From an optimization exercise on the open Yosys and OpenROAD flow, aimed at small area; shortcuts taken in it are not production practice. Function was checked by simulation only, so behaviour that the tests miss may differ from the original. Power figures rest on the tool's default switching activity, not on a simulated workload.

==> build 35 <==
==> flow/design.v <==
module beam_transmitter (
    input  logic        clk,
    input  logic        rst,
    input  logic        initiate,
    input  logic [7:0]  r_0,
    input  logic [7:0]  angle,
    input  logic [12:0] num_points,
    output logic [63:0] tx_array,
    output logic        done
);
    localparam logic [6:0] GAP_START = 7'd92;    
    function automatic logic [7:0] add8(input logic [7:0] a, input logic [7:0] b, input logic cin);
        logic c;
        c = cin;
        for (int i = 0; i < 8; i++) begin
            add8[i] = a[i] ^ b[i] ^ c;
            c = (a[i] & b[i]) | (c & (a[i] ^ b[i]));
        end
    endfunction
    logic        busy;
    logic [12:0] pts;        
    logic        neg;        
    logic [7:0]  mag;        
    logic [6:0]  m;
    logic [6:0]  np;
    logic [6:0]  g;
    logic        burst;
    logic        step;       
    logic        fin;        
    logic        last;
    logic [6:0]  q;
    logic [4:0]  rem;
    logic [7:0]  u;
    logic        carry;
    logic [7:0]  g_upd;
    logic [7:0]  m_inc;
    logic [7:0]  m_sum;
    logic [12:0] pts_dec;
    logic        pts_zero;
    assign {q, rem} =
        (mag == 8'd0 ) ? {7'd64, 5'd0 } :
        (mag == 8'd1 ) ? {7'd16, 5'd0 } :
        (mag == 8'd2 ) ? {7'd8 , 5'd0 } :
        (mag == 8'd3 ) ? {7'd5 , 5'd1 } :
        (mag == 8'd4 ) ? {7'd4 , 5'd0 } :
        (mag == 8'd5 ) ? {7'd3 , 5'd1 } :
        (mag == 8'd6 ) ? {7'd2 , 5'd4 } :
        (mag == 8'd7 ) ? {7'd2 , 5'd2 } :
        (mag == 8'd8 ) ? {7'd2 , 5'd0 } :
        (mag == 8'd9 ) ? {7'd1 , 5'd7 } :
        (mag == 8'd10) ? {7'd1 , 5'd6 } :
        (mag == 8'd11) ? {7'd1 , 5'd5 } :
        (mag == 8'd12) ? {7'd1 , 5'd4 } :
        (mag == 8'd13) ? {7'd1 , 5'd3 } :
        (mag == 8'd14) ? {7'd1 , 5'd2 } :
        (mag == 8'd15) ? {7'd1 , 5'd1 } :
        (mag == 8'd16) ? {7'd1 , 5'd0 } :
                      {7'd0,  5'd16};
    assign u     = add8({1'b0, g}, ~{3'b000, rem}, 1'b1);    
    assign carry = u[7];                                     
    assign g_upd = add8({1'b0, u[6:0]}, carry ? {1'b0, mag[6:0]} : 8'd0, 1'b0);
    assign m_inc = add8({1'b0, m}, 8'd0, 1'b1);
    assign burst = ~np[6];
    assign step  = ~m[6] | m_inc[7];                         
    assign fin   = burst & m_inc[6];                         
    assign m_sum = add8({1'b0, m}, step ? {1'b0, q} : 8'd0, ~step | carry);
    always_comb begin
        logic b;
        b = busy & m_inc[7];                     
        for (int i = 0; i < 13; i++) begin
            pts_dec[i] = pts[i] ^ b;
            b = b & ~pts[i];
        end
    end
    assign pts_zero = (pts == 13'd0);
    assign last = pts_zero;
    assign done = fin & last;
    always_ff @(posedge clk) begin
        if (rst)
            busy <= 1'b0;
        else if (!busy)
            busy <= initiate;
        else if (done)
            busy <= 1'b0;
        if (rst || !busy || fin)
            m <= GAP_START;
        else
            m <= m_sum[6:0];
        np <= {m_inc[6] | rst, m_inc[5:0]};
        g <= step ? g_upd[6:0] : 7'd0;
        if (!busy) begin
            mag <= angle[7] ? 8'(-angle) : angle;
            neg <= angle[7];
        end
        pts <= busy ? pts_dec : num_points;
    end
    logic [5:0] mc;
    logic [5:0] lo;
    logic [5:0] hi;
    assign mc = m[6] ? 6'd63 : m[5:0];
    assign lo = neg ? np[5:0] : ~mc;
    assign hi = neg ? mc : ~np[5:0];
    logic [7:0] grp;
    logic [7:0] pat0;
    logic [7:0] pat1;
    always_comb begin
        for (int h = 0; h < 8; h++)
            grp[h] = burst && (lo[5:3] <= 3'(h)) && (3'(h) <= hi[5:3]);
        for (int l = 0; l < 8; l++) begin
            pat0[l] = (lo[3] || (3'(l) >= lo[2:0])) && (hi[3] || (3'(l) <= hi[2:0]));
            pat1[l] = (!lo[3] || (3'(l) >= lo[2:0])) && (!hi[3] || (3'(l) <= hi[2:0]));
        end
        for (int h = 0; h < 8; h++)
            for (int l = 0; l < 8; l++)
                tx_array[8*h + l] = grp[h] & ((h % 2 == 0) ? pat0[l] : pat1[l]);
    end
endmodule
==> flow/run.sh <==
#!/bin/bash
# synth_recipe.tcl (not shown) runs the flow's synth.tcl, then flattens the netlist and writes it again
# the make line also repeats each setting of config.mk as NAME=value (left out here)
make -C /OpenROAD-flow-scripts/flow DESIGN_CONFIG=/design/flow/config.mk WORK_HOME=/design/flow/orfs CLKGATE_MAP_FILE= SYNTH_SCRIPT=/design/flow/synth_recipe.tcl finish
==> flow/config.mk <==
export PLATFORM = sky130hd
export DESIGN_NAME = beam_transmitter
export DESIGN_NICKNAME = beam_transmitter
export VERILOG_FILES = /design/flow/design.v
export SDC_FILE = /design/flow/constraint.sdc
export NUM_CORES = 4
export LEC_CHECK = 0
export CAP_MARGIN = 20
export CORE_MARGIN = 2
export CORE_UTILIZATION = 40
export SLEW_MARGIN = 20
==> flow/constraint.sdc <==
create_clock -name core_clock -period 8.0 [get_ports {clk}]
set_input_delay 1.6000 -clock core_clock [delete_from_list [all_inputs] [get_ports {clk}]]
set_output_delay 1.6000 -clock core_clock [all_outputs]
set_load 0.01 [all_outputs]
==> trial 93: changes against build 35 <==
==> flow/design.v, changed modules only <==
module beam_transmitter (
    input  logic        clk,
    input  logic        rst,
    input  logic        initiate,
    input  logic [7:0]  r_0,
    input  logic [7:0]  angle,
    input  logic [12:0] num_points,
    output logic [63:0] tx_array,
    output logic        done
);
    localparam logic [6:0] GAP_START = 7'd92;    
    logic        busy;
    logic [12:0] pts;        
    logic        neg;        
    logic [7:0]  mag;        
    logic [6:0]  np;
    logic [6:0]  g;
    logic        burst;
    logic [6:0]  q;
    logic [4:0]  rem;
    logic [7:0]  u;
    logic        carry;
    logic [6:0]  g_upd;
    logic [6:0]  d;
    logic [6:0]  n;
    logic [6:0]  m;
    logic [5:0]  mc;
    logic        endb;
    logic        last;
    logic [5:0]  lo;
    logic [5:0]  hi;
    assign burst = ~np[6];
    always_comb begin
        if (mag == 8'd0) begin
            q = 7'd64; rem = 5'd0;
        end else if (mag > 8'd16) begin
            q = 7'd0;  rem = 5'd16;
        end else begin
            q = 7'd16 / mag[4:0];
            rem = 5'd16 % mag[4:0];
        end
    end
    assign u     = {1'b0, g} - {3'b000, rem};
    assign carry = u[7];
    assign g_upd = u[6:0] + (carry ? mag[6:0] : 7'd0);
    assign d    = burst ? q + {6'd0, carry} : 7'd1;
    assign n    = np + d;
    assign m    = n - 7'd1;
    assign mc   = m[6] ? 6'd63 : m[5:0];
    assign endb = burst & n[6];
    assign last = (pts == 13'd1);
    assign done = endb & last;
    assign lo = neg ? np[5:0] : ~mc;
    assign hi = neg ? mc : ~np[5:0];
    always_comb begin
        for (int h = 0; h < 8; h++) begin
            for (int l = 0; l < 8; l++) begin
                tx_array[8*h + l] = burst
                    && (lo[5:3] <= 3'(h)) && (3'(h) <= hi[5:3])
                    && ((lo[3] != h[0]) || (3'(l) >= lo[2:0]))
                    && ((hi[3] != h[0]) || (3'(l) <= hi[2:0]));
            end
        end
    end
    always_ff @(posedge clk) begin
        if (rst)
            busy <= 1'b0;
        else if (!busy)
            busy <= initiate;
        else if (done)
            busy <= 1'b0;
        if (rst || !busy || endb)
            np <= GAP_START;
        else
            np <= n;
        g <= burst ? g_upd : 7'd0;
        if (!busy) begin
            mag <= angle[7] ? 8'(-angle) : angle;
            neg <= angle[7];
            pts <= num_points;
        end else if (endb) begin
            pts <= pts - 13'd1;
        end
    end
endmodule
==> trial 64: changes against build 35 <==
==> flow/design.v, changed modules only <==
module beam_transmitter (
    input  logic        clk,
    input  logic        rst,
    input  logic        initiate,
    input  logic [7:0]  r_0,
    input  logic [7:0]  angle,
    input  logic [12:0] num_points,
    output logic [63:0] tx_array,
    output logic        done
);
    localparam logic [6:0] GAP_START = 7'd92;    
    function automatic logic [7:0] add8(input logic [7:0] a, input logic [7:0] b, input logic cin);
        logic c;
        c = cin;
        for (int i = 0; i < 8; i++) begin
            add8[i] = a[i] ^ b[i] ^ c;
            c = (a[i] & b[i]) | (c & (a[i] ^ b[i]));
        end
    endfunction
    logic        busy;
    logic [12:0] pts;        
    logic        neg;        
    logic [7:0]  mag;        
    logic [6:0]  m;
    logic [6:0]  np;
    logic [6:0]  g;
    logic        burst;
    logic        step;       
    logic        fin;        
    logic        last;
    logic [6:0]  q;
    logic [4:0]  rem;
    logic [7:0]  u;
    logic        carry;
    logic [7:0]  g_upd;
    logic [7:0]  m_inc;
    logic [7:0]  m_sum;
    logic [12:0] pts_dec;
    logic        pts_zero;
    assign {q, rem} =
        (mag == 8'd0 ) ? {7'd64, 5'd0 } :
        (mag == 8'd1 ) ? {7'd15, 5'd1 } :
        (mag == 8'd2 ) ? {7'd7 , 5'd2 } :
        (mag == 8'd3 ) ? {7'd5 , 5'd1 } :
        (mag == 8'd4 ) ? {7'd3 , 5'd4 } :
        (mag == 8'd5 ) ? {7'd3 , 5'd1 } :
        (mag == 8'd6 ) ? {7'd2 , 5'd4 } :
        (mag == 8'd7 ) ? {7'd2 , 5'd2 } :
        (mag == 8'd8 ) ? {7'd1 , 5'd8 } :
        (mag == 8'd9 ) ? {7'd1 , 5'd7 } :
        (mag == 8'd10) ? {7'd1 , 5'd6 } :
        (mag == 8'd11) ? {7'd1 , 5'd5 } :
        (mag == 8'd12) ? {7'd1 , 5'd4 } :
        (mag == 8'd13) ? {7'd1 , 5'd3 } :
        (mag == 8'd14) ? {7'd1 , 5'd2 } :
        (mag == 8'd15) ? {7'd1 , 5'd1 } :
                      {7'd0,  5'd16};
    assign u     = add8({1'b0, g}, ~{3'b000, rem}, 1'b1);    
    assign carry = u[7];                                     
    assign g_upd = add8({1'b0, u[6:0]}, carry ? {1'b0, mag[6:0]} : 8'd0, 1'b0);
    assign m_inc = add8({1'b0, m}, 8'd0, 1'b1);
    assign burst = ~np[6];
    assign step  = ~m[6] | m_inc[7];                         
    assign fin   = burst & m_inc[6];                         
    assign m_sum = add8({1'b0, m}, step ? {1'b0, q} : 8'd0, ~step | carry);
    always_comb
        for (int i = 0; i < 13; i++)
            pts_dec[i] = pts[i] ^ (busy && m_inc[7] && (pts & ((13'd1 << i) - 13'd1)) == 13'd0);
    assign pts_zero = (pts == 13'd0);
    assign last = pts_zero;
    assign done = fin & last;
    always_ff @(posedge clk) begin
        if (rst)
            busy <= 1'b0;
        else if (!busy)
            busy <= initiate;
        else if (done)
            busy <= 1'b0;
        if (rst || !busy || fin)
            m <= GAP_START;
        else
            m <= m_sum[6:0];
        np <= {m_inc[6] | rst, m_inc[5:0]};
        g <= step ? g_upd[6:0] : 7'd0;
        if (!busy) begin
            mag <= angle[7] ? 8'(-angle) : angle;
            neg <= angle[7];
        end
        pts <= busy ? pts_dec : num_points;
    end
    logic [5:0] mc;
    logic [5:0] lo;
    logic [5:0] hi;
    assign mc = m[6] ? 6'd63 : m[5:0];
    assign lo = neg ? np[5:0] : ~mc;
    assign hi = neg ? mc : ~np[5:0];
    tx_decode u_decode (
        .burst    (burst),
        .lo       (lo),
        .hi       (hi),
        .tx_array (tx_array)
    );
endmodule
module tx_decode (
    input  logic        burst,
    input  logic [5:0]  lo,
    input  logic [5:0]  hi,
    output logic [63:0] tx_array
);
    logic [7:0] grp;
    logic [7:0] pat0;
    logic [7:0] pat1;
    always_comb begin
        for (int h = 0; h < 8; h++)
            grp[h] = burst && (lo[5:3] <= 3'(h)) && (3'(h) <= hi[5:3]);
        for (int l = 0; l < 8; l++) begin
            pat0[l] = (lo[3] || (3'(l) >= lo[2:0])) && (hi[3] || (3'(l) <= hi[2:0]));
            pat1[l] = (!lo[3] || (3'(l) >= lo[2:0])) && (!hi[3] || (3'(l) <= hi[2:0]));
        end
        for (int h = 0; h < 8; h++)
            for (int l = 0; l < 8; l++)
                tx_array[8*h + l] = grp[h] & ((h % 2 == 0) ? pat0[l] : pat1[l]);
    end
endmodule
--- a/flow/config.mk
+++ b/flow/config.mk
@@ -9,3 +9,4 @@
 export CORE_MARGIN = 2
 export CORE_UTILIZATION = 40
 export SLEW_MARGIN = 20
+export SYNTH_HIERARCHICAL = 1
==> comparison <==
- Build 35 ran to the end with no violations. Trial 93 completed, yet does not pass: setup timing. Trial 64 passed the timing, DRC and antenna checks.
- Against trial 64, the sequential cell count of trial 93 is lower by 7.
- Against trial 64, the clock power of trial 93 is higher by about 8%.
- Between build 35 and trial 64, the lower hold slack is in trial 64 (gap 0.040 ns).
- Wire length, lowest first: trial 64, build 35, trial 93.
- Between trial 64 and build 35, the lower via count is in trial 64 (gap about 8%, measured against build 35).
- Clock skew: build 35 > trial 93 > trial 64.
- Of trial 93 and trial 64, trial 93 has the higher critical path depth (gap 30).

[separate check: timing with driven ports]
The flow's constraints put no driver on any port. The routed layouts listed below were extracted and timed again, unchanged, in two steps.
Step 1 (the two cells are an assumption about what drives the block):
set clk [get_ports {clk}]
set_driving_cell -lib_cell sky130_fd_sc_hd__clkbuf_16 $clk
set_driving_cell -lib_cell sky130_fd_sc_hd__buf_2 [delete_from_list [all_inputs] $clk]
Step 2 adds t to the input delays and takes it off the output delays; t is the mean of the earliest and latest rising clock arrival at the registers after step 1. Input paths then give back, and output paths get back, about the clock's delay inside the block.
a / b / c = no drivers / after step 1 / after step 2; a / b = the first two.
run	shift t [ns]	setup slack, ns	worst setup path at the end	clock arrival spread, ns	worst register clock-pin slew, ns
build 35	0.320	2.377 / 2.377 / 2.377	register to register	0.006 / 0.006	0.08 / 0.08
trial 93	0.308	-3.623 / -3.657 / -3.349	register to output	0.006 / 0.006	0.06 / 0.06
trial 64	0.319	2.181 / 2.181 / 2.181	register to register	0.006 / 0.006	0.09 / 0.09
